From an optimization exercise on the open Yosys and OpenROAD flow, aimed at small area, a short achievable clock period and few clock cycles per item; shortcuts taken in it are not production practice.
Function was checked by simulation only, so behaviour that the tests miss may differ from the original.
Power is estimated from default activity; no workload was simulated.

==> inputs of try-fjord <==
Design mips_core, start of the top module:
module mips_core #(
	parameter int dmem_depth = 64
) (
	input  logic                  clk,
	input  logic                  rst,
	output logic [xlen-1:0]       pc,
	input  logic [xlen-1:0]       instr,
	output logic                  wb_en,
	output logic [reg_addr_w-1:0] wb_addr,
	output logic [xlen-1:0]       wb_data
);
clock: 5.5 ns
lec_check: 0
cap_margin: 20
core_margin: 2
core_utilization: 35
cts_cluster_diameter: 100
cts_cluster_size: 25
place_density: 0.5
setup_slack_margin: 2.8
slew_margin: 20
synth_hierarchical: 1
standard.sh (not shown) runs the stock make flow with config.mk's settings and CLKGATE_MAP_FILE= SYNTH_SCRIPT=/design/flow/synth_recipe.tcl, a recipe that flattens the netlist after the stock synthesis.
==> flow/flow/run.sh <==
#!/bin/bash
# The standard layout with one extra step between global placement
# (with its resizing) and detailed placement, in flow/tweak.tcl:
#  - the port buffers, which global placement inserts as delay cells, become
#    plain buf_4 cells;
#  - flip-flops driving output port buffers go from drive 1 to 2;
#  - the second level of the register file and data memory read trees
#    (nand4 gates fed by a222oi gates, which drive the trees' long wires)
#    goes from nand4_1 to nand4_2.
# Detailed placement then legalizes as usual. Each step logs to its own file.
set -euo pipefail
here=$(pwd)
res=$here/orfs/results/$FLOW_PLATFORM/mips_core/base
bash standard.sh "$res/3_4_place_resized.odb" > "$here/flow_to_resized.log" 2>&1
openroad -no_init -exit -log "$here/flow_tweak.log" "$here/flow/tweak.tcl" > "$here/flow_tweak.out" 2>&1
bash standard.sh finish > "$here/flow_finish.log" 2>&1
Other scripts of this flow, unchanged in this note and not shown: flow/flow/tweak.tcl
==> try-violet (differences from try-fjord) <==
--- a/flow/design.v
+++ b/flow/design.v
@@ -42,11 +42,12 @@
 	input  logic                  clk,
 	input  logic                  rst,
 	input  logic [reg_addr_w-1:0] ra1_n,
 	input  logic [reg_addr_w-1:0] ra2_n,
 	input  logic [reg_addr_w-1:0] wa_n,
-	input  logic [reg_addr_w-1:0] wa,
+	input  logic [7:0]            wlo,
+	input  logic [3:0]            whi,
 	input  logic [xlen-1:0]       wd,
 	input  logic                  g1,
 	input  logic                  g2,
 	output logic [xlen-1:0]       rd1_gn,
 	output logic [xlen-1:0]       rd2_gn
@@ -57,11 +58,11 @@
 	logic [xlen-1:0] regs [1:31];
 	logic wt1_n, wt2_n;
 	logic [31:0] s1, s2;
 	always_comb begin
 		for (int k = 1; k < 32; k++) begin
-			wsel[k] = wa == reg_addr_w'(k);
+			wsel[k] = wlo[k % 8] && whi[k / 8];
 		end
 	end
 	assign valid_n = valid | wsel;
 	always_ff @(posedge clk or posedge rst) begin
 		if (rst) begin
@@ -69,14 +70,18 @@
 		end else begin
 			valid <= valid_n;
 		end
 	end
 	for (genvar k = 1; k < 32; k++) begin : g_reg
+		logic [xlen-1:0] nxt;
+		logic wsel_n;
+		cg_inv u_wn (.a(wsel[k]), .y(wsel_n));
+		for (genvar i = 0; i < xlen; i++) begin : g_b
+			cg_a22o u_m (.a1(wsel[k]), .a2(wd[i]), .b1(wsel_n), .b2(regs[k][i]), .y(nxt[i]));
+		end
 		always_ff @(posedge clk) begin
-			if (wsel[k]) begin
-				regs[k] <= wd;
-			end
+			regs[k] <= nxt;
 		end
 	end
 	assign wt1_n = wa_n == ra1_n;
 	assign wt2_n = wa_n == ra2_n;
 	always_ff @(posedge clk) begin
@@ -113,10 +118,13 @@
 module cg_oai31 (input logic a, b, c, d, output logic y); assign y = ~((a | b | c) & d); endmodule
 module cg_aoi221 (input logic a1, a2, b1, b2, c, output logic y);
 	assign y = ~((a1 & a2) | (b1 & b2) | c);
 endmodule
 module cg_and2 (input logic a, b, output logic y); assign y = a & b; endmodule
+module cg_a22o (input logic a1, a2, b1, b2, output logic y);
+	assign y = (a1 & a2) | (b1 & b2);
+endmodule
 module cg_aoi22 (input logic a1, a2, b1, b2, output logic y);
 	assign y = ~((a1 & a2) | (b1 & b2));
 endmodule
 module cg_aoi222 (input logic a1, a2, b1, b2, c1, c2, output logic y);
 	assign y = ~((a1 & a2) | (b1 & b2) | (c1 & c2));
@@ -140,10 +148,12 @@
 	cg_oai31 u_g (.a(x[0]), .b(x[1]), .c(x[2]), .d(g), .y(gn));
 endmodule
 module dm_tree (
 	input  logic [63:0] d,
 	input  logic [63:0] s,
+	input  logic        dp,
+	input  logic        sp,
 	input  logic        e,
 	input  logic        ga,
 	input  logic        gb,
 	output logic        y,
 	output logic        ga1,
@@ -156,11 +166,11 @@
 	logic y1, y2;
 	for (genvar k = 0; k < 21; k++) begin : g_l1
 		cg_aoi222 u (.a1(d[3*k]), .a2(s[3*k]), .b1(d[3*k+1]), .b2(s[3*k+1]),
 			.c1(d[3*k+2]), .c2(s[3*k+2]), .y(v[k]));
 	end
-	cg_aoi21 u_l1 (.a(d[63]), .b(s[63]), .c(e), .y(v[21]));
+	cg_aoi221 u_l1 (.a1(d[63]), .a2(s[63]), .b1(dp), .b2(sp), .c(e), .y(v[21]));
 	for (genvar k = 0; k < 5; k++) begin : g_l2
 		cg_nand4 u (.a(v[4*k]), .b(v[4*k+1]), .c(v[4*k+2]), .d(v[4*k+3]), .y(x[k]));
 	end
 	cg_nand2 u_l2 (.a(v[20]), .b(v[21]), .y(x[5]));
 	cg_nor3 u_y1 (.a(x[0]), .b(x[1]), .c(x[2]), .y(y1));
@@ -288,13 +298,15 @@
 module data_mem (
 	input  logic            clk,
 	input  logic            rst,
 	input  logic [5:0]      ra_n,
 	input  logic            re_n,
-	input  logic [5:0]      wa,
-	input  logic            we,
-	input  logic [xlen-1:0] wd,
+	input  logic [7:0]      plo,
+	input  logic [7:0]      phi,
+	input  logic [xlen-1:0] pd,
+	input  logic [5:0]      pa,
+	input  logic            pv,
 	input  logic [xlen-1:0] ex,
 	output logic [xlen-1:0] rd,
 	input  logic            ga,
 	input  logic            gb,
 	output logic [xlen-1:0] ga1,
@@ -304,42 +316,68 @@
 );
 	logic [63:0] valid;
 	logic [63:0] valid_n;
 	logic [63:0] wsel;
 	logic [63:0] rsel;
+	logic rsel_p;
+	logic [63:0] pend;
+	logic [7:0] slo, shi;
+	logic [xlen-1:0] sd;
 	logic [xlen-1:0] words [64];
+	always_ff @(posedge clk or posedge rst) begin
+		if (rst) begin
+			slo <= '0;
+		end else begin
+			slo <= plo;
+		end
+	end
+	always_ff @(posedge clk) begin
+		shi <= phi;
+		sd <= pd;
+	end
 	always_comb begin
 		for (int k = 0; k < 64; k++) begin
-			wsel[k] = we && wa == 6'(k);
+			wsel[k] = slo[k % 8] && shi[k / 8];
 		end
 	end
 	assign valid_n = valid | wsel;
 	always_ff @(posedge clk or posedge rst) begin
 		if (rst) begin
 			valid <= '0;
 		end else begin
 			valid <= valid_n;
 		end
 	end
+	always_comb begin
+		for (int k = 0; k < 64; k++) begin
+			pend[k] = plo[k % 8] && phi[k / 8];
+		end
+	end
 	always_ff @(posedge clk) begin
 		for (int k = 0; k < 64; k++) begin
-			rsel[k] <= re_n && valid_n[k] && ra_n == 6'(k);
+			rsel[k] <= re_n && valid_n[k] && !pend[k] && ra_n == 6'(k);
 		end
+		rsel_p <= re_n && pv && ra_n == pa;
 	end
 	for (genvar k = 0; k < 64; k++) begin : g_word
+		logic [xlen-1:0] nxt;
+		logic wsel_n;
+		cg_inv u_wn (.a(wsel[k]), .y(wsel_n));
+		for (genvar i = 0; i < xlen; i++) begin : g_b
+			cg_a22o u_m (.a1(wsel[k]), .a2(sd[i]), .b1(wsel_n), .b2(words[k][i]), .y(nxt[i]));
+		end
 		always_ff @(posedge clk) begin
-			if (wsel[k]) begin
-				words[k] <= wd;
-			end
+			words[k] <= nxt;
 		end
 	end
 	for (genvar i = 0; i < xlen; i++) begin : g_bit
 		logic [63:0] col;
 		for (genvar k = 0; k < 64; k++) begin : g_col
 			assign col[k] = words[k][i];
 		end
-		dm_tree u_rd (.d(col), .s(rsel), .e(ex[i]), .ga(ga), .gb(gb), .y(rd[i]),
+		dm_tree u_rd (.d(col), .s(rsel), .dp(sd[i]), .sp(rsel_p), .e(ex[i]),
+			.ga(ga), .gb(gb), .y(rd[i]),
 			.ga1(ga1[i]), .ga2(ga2[i]), .gb1(gb1[i]), .gb2(gb2[i]));
 	end
 endmodule
 `timescale 1ns/1ps
 import mips_pkg::*;
@@ -396,15 +434,18 @@
 	logic e_add, e_sub, e_and, e_or, e_nor, e_slt;
 	logic [4:0] e_dest;
 	logic [7:0] e_imm;
 	logic [xlen-1:0] e_a, e_b;
 	logic e_fb_late;
-	logic m_we, m_sw, m_sdlate;
+	logic m_we, m_sdlate;
 	logic [4:0] m_dest;
+	logic [7:0] m_wlo, m_whi;
 	logic [5:0] m_addr;
+	logic m_sw;
 	logic [xlen-1:0] m_x;
-	logic [4:0] w_addr;
+	logic [7:0] w_lo;
+	logic [3:0] w_hi;
 	logic [xlen-1:0] w_data;
 	logic d_use_rs;
 	logic [4:0] ra1_n, ra2_n, wa_n;
 	logic e_hit_rs, e_hit_rt, m_hit_rs, m_hit_rt;
 	logic fa_m, fa_w, fa_r, fb_m, fb_w, fb_r, fb_late;
@@ -438,11 +479,11 @@
 	assign ra2_n = stall ? d_rt : instr[20:16];
 	assign wa_n = m_we ? m_dest : 5'd0;
 	reg_file u_regs (
 		.clk(clk), .rst(rst),
 		.ra1_n(ra1_n), .ra2_n(ra2_n), .wa_n(wa_n),
-		.wa(w_addr), .wd(w_data),
+		.wlo(w_lo), .whi(w_hi), .wd(w_data),
 		.g1(fa_r), .g2(fb_r), .rd1_gn(rf_a_gn), .rd2_gn(rf_b_gn)
 	);
 	assign fn = d_imm[3:0];
 	always_ff @(posedge clk or posedge rst) begin
 		if (rst) begin
@@ -492,39 +533,45 @@
 		e_b <= e_b_d;
 	end
 	ks_add #(.sub(1'b0), .w(8)) u_addr (.a(e_a[7:0]), .b(e_imm), .s(addr8));
 	always_ff @(posedge clk or posedge rst) begin
 		if (rst) begin
-			{m_we, m_sw} <= '0;
+			m_we <= 1'b0;
+			m_sw <= 1'b0;
+			m_wlo <= '0;
 		end else begin
 			m_we <= e_we;
 			m_sw <= e_sw;
+			m_wlo <= e_sw ? 8'(1) << addr8[4:2] : 8'd0;
 		end
 	end
 	always_ff @(posedge clk) begin
 		m_dest <= e_dest;
+		m_whi <= 8'(1) << addr8[7:5];
 		m_addr <= addr8[7:2];
 		m_x <= m_x_d;
 		m_sdlate <= e_fb_late;
 	end
 	logic [xlen-1:0] st_data;
 	assign st_data = m_sdlate ? w_data : m_x;
 	data_mem u_dmem (
 		.clk(clk), .rst(rst),
 		.ra_n(addr8[7:2]), .re_n(e_lw),
-		.wa(m_addr), .we(m_sw), .wd(st_data),
+		.plo(m_wlo), .phi(m_whi), .pd(st_data), .pa(m_addr), .pv(m_sw),
 		.ex(m_x), .rd(wbn),
 		.ga(fa_w), .gb(fb_w), .ga1(wa1), .ga2(wa2), .gb1(wb1), .gb2(wb2)
 	);
 	always_ff @(posedge clk or posedge rst) begin
 		if (rst) begin
 			wb_en <= 1'b0;
-			w_addr <= '0;
+			w_lo <= '0;
+			w_hi <= '0;
 			w_data <= '0;
 		end else begin
 			wb_en <= m_we;
-			w_addr <= m_we ? m_dest : 5'd0;
+			w_lo <= m_we ? 8'(1) << m_dest[2:0] : 8'd0;
+			w_hi <= 4'(1) << m_dest[4:3];
 			w_data <= wbn & {xlen{m_we}};
 		end
 	end
 	always_ff @(posedge clk) begin
 		wb_addr <= m_dest;
CTS_BUF_LIST = sky130_fd_sc_hd__clkbuf_8 sky130_fd_sc_hd__clkbuf_16   (was unset)
==> try-quartz (differences from try-fjord) <==
--- a/flow/design.v
+++ b/flow/design.v
@@ -42,11 +42,12 @@
 	input  logic                  clk,
 	input  logic                  rst,
 	input  logic [reg_addr_w-1:0] ra1_n,
 	input  logic [reg_addr_w-1:0] ra2_n,
 	input  logic [reg_addr_w-1:0] wa_n,
-	input  logic [reg_addr_w-1:0] wa,
+	input  logic [7:0]            wlo,
+	input  logic [3:0]            whi,
 	input  logic [xlen-1:0]       wd,
 	input  logic                  g1,
 	input  logic                  g2,
 	output logic [xlen-1:0]       rd1_gn,
 	output logic [xlen-1:0]       rd2_gn
@@ -57,11 +58,11 @@
 	logic [xlen-1:0] regs [1:31];
 	logic wt1_n, wt2_n;
 	logic [31:0] s1, s2;
 	always_comb begin
 		for (int k = 1; k < 32; k++) begin
-			wsel[k] = wa == reg_addr_w'(k);
+			wsel[k] = wlo[k % 8] && whi[k / 8];
 		end
 	end
 	assign valid_n = valid | wsel;
 	always_ff @(posedge clk or posedge rst) begin
 		if (rst) begin
@@ -69,14 +70,18 @@
 		end else begin
 			valid <= valid_n;
 		end
 	end
 	for (genvar k = 1; k < 32; k++) begin : g_reg
+		logic [xlen-1:0] nxt;
+		logic wsel_n;
+		cg_inv u_wn (.a(wsel[k]), .y(wsel_n));
+		for (genvar i = 0; i < xlen; i++) begin : g_b
+			cg_a22o u_m (.a1(wsel[k]), .a2(wd[i]), .b1(wsel_n), .b2(regs[k][i]), .y(nxt[i]));
+		end
 		always_ff @(posedge clk) begin
-			if (wsel[k]) begin
-				regs[k] <= wd;
-			end
+			regs[k] <= nxt;
 		end
 	end
 	assign wt1_n = wa_n == ra1_n;
 	assign wt2_n = wa_n == ra2_n;
 	always_ff @(posedge clk) begin
@@ -113,10 +118,13 @@
 module cg_oai31 (input logic a, b, c, d, output logic y); assign y = ~((a | b | c) & d); endmodule
 module cg_aoi221 (input logic a1, a2, b1, b2, c, output logic y);
 	assign y = ~((a1 & a2) | (b1 & b2) | c);
 endmodule
 module cg_and2 (input logic a, b, output logic y); assign y = a & b; endmodule
+module cg_a22o (input logic a1, a2, b1, b2, output logic y);
+	assign y = (a1 & a2) | (b1 & b2);
+endmodule
 module cg_aoi22 (input logic a1, a2, b1, b2, output logic y);
 	assign y = ~((a1 & a2) | (b1 & b2));
 endmodule
 module cg_aoi222 (input logic a1, a2, b1, b2, c1, c2, output logic y);
 	assign y = ~((a1 & a2) | (b1 & b2) | (c1 & c2));
@@ -140,10 +148,12 @@
 	cg_oai31 u_g (.a(x[0]), .b(x[1]), .c(x[2]), .d(g), .y(gn));
 endmodule
 module dm_tree (
 	input  logic [63:0] d,
 	input  logic [63:0] s,
+	input  logic        dp,
+	input  logic        sp,
 	input  logic        e,
 	input  logic        ga,
 	input  logic        gb,
 	output logic        y,
 	output logic        ga1,
@@ -156,11 +166,11 @@
 	logic y1, y2;
 	for (genvar k = 0; k < 21; k++) begin : g_l1
 		cg_aoi222 u (.a1(d[3*k]), .a2(s[3*k]), .b1(d[3*k+1]), .b2(s[3*k+1]),
 			.c1(d[3*k+2]), .c2(s[3*k+2]), .y(v[k]));
 	end
-	cg_aoi21 u_l1 (.a(d[63]), .b(s[63]), .c(e), .y(v[21]));
+	cg_aoi221 u_l1 (.a1(d[63]), .a2(s[63]), .b1(dp), .b2(sp), .c(e), .y(v[21]));
 	for (genvar k = 0; k < 5; k++) begin : g_l2
 		cg_nand4 u (.a(v[4*k]), .b(v[4*k+1]), .c(v[4*k+2]), .d(v[4*k+3]), .y(x[k]));
 	end
 	cg_nand2 u_l2 (.a(v[20]), .b(v[21]), .y(x[5]));
 	cg_nor3 u_y1 (.a(x[0]), .b(x[1]), .c(x[2]), .y(y1));
@@ -288,13 +298,13 @@
 module data_mem (
 	input  logic            clk,
 	input  logic            rst,
 	input  logic [5:0]      ra_n,
 	input  logic            re_n,
-	input  logic [5:0]      wa,
-	input  logic            we,
-	input  logic [xlen-1:0] wd,
+	input  logic [7:0]      plo,
+	input  logic [7:0]      phi,
+	input  logic [xlen-1:0] pd,
 	input  logic [xlen-1:0] ex,
 	output logic [xlen-1:0] rd,
 	input  logic            ga,
 	input  logic            gb,
 	output logic [xlen-1:0] ga1,
@@ -304,42 +314,63 @@
 );
 	logic [63:0] valid;
 	logic [63:0] valid_n;
 	logic [63:0] wsel;
 	logic [63:0] rsel;
+	logic rsel_p, pmatch;
+	logic [7:0] slo, shi;
+	logic [xlen-1:0] sd;
 	logic [xlen-1:0] words [64];
+	always_ff @(posedge clk or posedge rst) begin
+		if (rst) begin
+			slo <= '0;
+		end else begin
+			slo <= plo;
+		end
+	end
+	always_ff @(posedge clk) begin
+		shi <= phi;
+		sd <= pd;
+	end
 	always_comb begin
 		for (int k = 0; k < 64; k++) begin
-			wsel[k] = we && wa == 6'(k);
+			wsel[k] = slo[k % 8] && shi[k / 8];
 		end
 	end
 	assign valid_n = valid | wsel;
 	always_ff @(posedge clk or posedge rst) begin
 		if (rst) begin
 			valid <= '0;
 		end else begin
 			valid <= valid_n;
 		end
 	end
+	assign pmatch = plo[ra_n[2:0]] && phi[ra_n[5:3]];
 	always_ff @(posedge clk) begin
 		for (int k = 0; k < 64; k++) begin
-			rsel[k] <= re_n && valid_n[k] && ra_n == 6'(k);
+			rsel[k] <= re_n && valid_n[k] && ra_n == 6'(k) && !pmatch;
 		end
+		rsel_p <= re_n && pmatch;
 	end
 	for (genvar k = 0; k < 64; k++) begin : g_word
+		logic [xlen-1:0] nxt;
+		logic wsel_n;
+		cg_inv u_wn (.a(wsel[k]), .y(wsel_n));
+		for (genvar i = 0; i < xlen; i++) begin : g_b
+			cg_a22o u_m (.a1(wsel[k]), .a2(sd[i]), .b1(wsel_n), .b2(words[k][i]), .y(nxt[i]));
+		end
 		always_ff @(posedge clk) begin
-			if (wsel[k]) begin
-				words[k] <= wd;
-			end
+			words[k] <= nxt;
 		end
 	end
 	for (genvar i = 0; i < xlen; i++) begin : g_bit
 		logic [63:0] col;
 		for (genvar k = 0; k < 64; k++) begin : g_col
 			assign col[k] = words[k][i];
 		end
-		dm_tree u_rd (.d(col), .s(rsel), .e(ex[i]), .ga(ga), .gb(gb), .y(rd[i]),
+		dm_tree u_rd (.d(col), .s(rsel), .dp(sd[i]), .sp(rsel_p), .e(ex[i]),
+			.ga(ga), .gb(gb), .y(rd[i]),
 			.ga1(ga1[i]), .ga2(ga2[i]), .gb1(gb1[i]), .gb2(gb2[i]));
 	end
 endmodule
 `timescale 1ns/1ps
 import mips_pkg::*;
@@ -396,15 +427,16 @@
 	logic e_add, e_sub, e_and, e_or, e_nor, e_slt;
 	logic [4:0] e_dest;
 	logic [7:0] e_imm;
 	logic [xlen-1:0] e_a, e_b;
 	logic e_fb_late;
-	logic m_we, m_sw, m_sdlate;
+	logic m_we, m_sdlate;
 	logic [4:0] m_dest;
-	logic [5:0] m_addr;
+	logic [7:0] m_wlo, m_whi;
 	logic [xlen-1:0] m_x;
-	logic [4:0] w_addr;
+	logic [7:0] w_lo;
+	logic [3:0] w_hi;
 	logic [xlen-1:0] w_data;
 	logic d_use_rs;
 	logic [4:0] ra1_n, ra2_n, wa_n;
 	logic e_hit_rs, e_hit_rt, m_hit_rs, m_hit_rt;
 	logic fa_m, fa_w, fa_r, fb_m, fb_w, fb_r, fb_late;
@@ -438,11 +470,11 @@
 	assign ra2_n = stall ? d_rt : instr[20:16];
 	assign wa_n = m_we ? m_dest : 5'd0;
 	reg_file u_regs (
 		.clk(clk), .rst(rst),
 		.ra1_n(ra1_n), .ra2_n(ra2_n), .wa_n(wa_n),
-		.wa(w_addr), .wd(w_data),
+		.wlo(w_lo), .whi(w_hi), .wd(w_data),
 		.g1(fa_r), .g2(fb_r), .rd1_gn(rf_a_gn), .rd2_gn(rf_b_gn)
 	);
 	assign fn = d_imm[3:0];
 	always_ff @(posedge clk or posedge rst) begin
 		if (rst) begin
@@ -492,39 +524,42 @@
 		e_b <= e_b_d;
 	end
 	ks_add #(.sub(1'b0), .w(8)) u_addr (.a(e_a[7:0]), .b(e_imm), .s(addr8));
 	always_ff @(posedge clk or posedge rst) begin
 		if (rst) begin
-			{m_we, m_sw} <= '0;
+			m_we <= 1'b0;
+			m_wlo <= '0;
 		end else begin
 			m_we <= e_we;
-			m_sw <= e_sw;
+			m_wlo <= e_sw ? 8'(1) << addr8[4:2] : 8'd0;
 		end
 	end
 	always_ff @(posedge clk) begin
 		m_dest <= e_dest;
-		m_addr <= addr8[7:2];
+		m_whi <= 8'(1) << addr8[7:5];
 		m_x <= m_x_d;
 		m_sdlate <= e_fb_late;
 	end
 	logic [xlen-1:0] st_data;
 	assign st_data = m_sdlate ? w_data : m_x;
 	data_mem u_dmem (
 		.clk(clk), .rst(rst),
 		.ra_n(addr8[7:2]), .re_n(e_lw),
-		.wa(m_addr), .we(m_sw), .wd(st_data),
+		.plo(m_wlo), .phi(m_whi), .pd(st_data),
 		.ex(m_x), .rd(wbn),
 		.ga(fa_w), .gb(fb_w), .ga1(wa1), .ga2(wa2), .gb1(wb1), .gb2(wb2)
 	);
 	always_ff @(posedge clk or posedge rst) begin
 		if (rst) begin
 			wb_en <= 1'b0;
-			w_addr <= '0;
+			w_lo <= '0;
+			w_hi <= '0;
 			w_data <= '0;
 		end else begin
 			wb_en <= m_we;
-			w_addr <= m_we ? m_dest : 5'd0;
+			w_lo <= m_we ? 8'(1) << m_dest[2:0] : 8'd0;
+			w_hi <= 4'(1) << m_dest[4:3];
 			w_data <= wbn & {xlen{m_we}};
 		end
 	end
 	always_ff @(posedge clk) begin
 		wb_addr <= m_dest;
CTS_BUF_LIST = sky130_fd_sc_hd__clkbuf_8 sky130_fd_sc_hd__clkbuf_16   (was unset)
==> parameters.txt <==
Parameter                              Value

Power
  Internal power contribution ... 36.1 mW

Timing
  Worst relative slew slack ... between 10% and 20%

Worst hold path
  Hold path start ... instr[7]

Placement
  Worst setup slack before clock tree synthesis ... roughly 1.7 ns

Critical path
  Count of cell instances traversed by the critical path ... 3
  Critical register-to-register path endpoint ... u_dmem.words[23][19]

Status
  Outcome ... complete, no violations

Die
  Die ar. ... approximately 400000 sq um
Source of the figures above: try-fjord

==> parameters.txt <==
Parameter                              Value

Synthesis
  Cell area after technology mapping ... 134000 sq um

GRT
  Initial antenna violation count ... 28

Die
  Die ar. ... 388000 sq um

Power
  Internal power contribution ... roughly 32 mW
  Share of power burned in the clock network ... a little over a third

Placement
  Worst setup slack before clock tree synthesis ... around 2.0 ns
  Sum of net half-perimeters after detailed placement ... 402000 um

Worst hold path
  Hold path start ... e_fb_late

Status
  Outcome ... complete, no violations

Timing
  Min Hold Slack ... about 0.33 ns
  Worst relative slew slack ... 14.6%

Critical path
  Critical register-to-register path endpoint ... w_data[1]
  Count of cell instances traversed by the critical path ... 6
Source of the figures above: try-violet

==> parameters.txt <==
Parameter                              Value

Critical path
  Worst setup path class ... reg2reg
  Critical register-to-register path endpoint ... u_dmem.rsel[45]
  Top fanout value on the critical path ... 6

Status
  Outcome ... complete, no violations

Die
  Die ar. ... 388000 sq um

Placement
  Worst setup slack before clock tree synthesis ... approximately 1.5 ns

Power
  Internal power contribution ... about 32 mW
Source of the figures above: try-quartz

Testbench counts of try-fjord, summed over its fixed seeds: cycles 11,637, instructions 11,354.
Testbench counts of try-violet, summed over its fixed seeds: cycles 11,637, instructions 11,354.
Testbench counts of try-quartz, summed over its fixed seeds: cycles 11,637, instructions 11,354.

-- what the ideal ports hide --
How much do the figures lean on ideal ports? The routed layouts below were timed once more, with nothing changed but the port constraints.
Step 1 (the two cells are an assumption about what drives the block):
set clk [get_ports {clk}]
set_driving_cell -lib_cell sky130_fd_sc_hd__clkbuf_16 $clk
set_driving_cell -lib_cell sky130_fd_sc_hd__buf_2 [delete_from_list [all_inputs] $clk]
Step 2 adds t to the input delays and takes it off the output delays; t is the mean of the earliest and latest rising clock arrival at the registers after step 1. Input paths then give back, and output paths get back, about the clock's delay inside the block.
Three values: ideal ports, drivers, drivers and shift; two values: the first two.
run	shift t [ns]	setup slack, ns	worst data-port slew with drivers (ns)
try-fjord	1.026	2.649 / 2.649 / 2.649	0.04
try-violet	1.058	2.695 / 2.695 / 2.695	0.08
try-quartz	1.056	2.630 / 2.630 / 2.630	0.05
After both steps setup and hold are still met in every run listed.
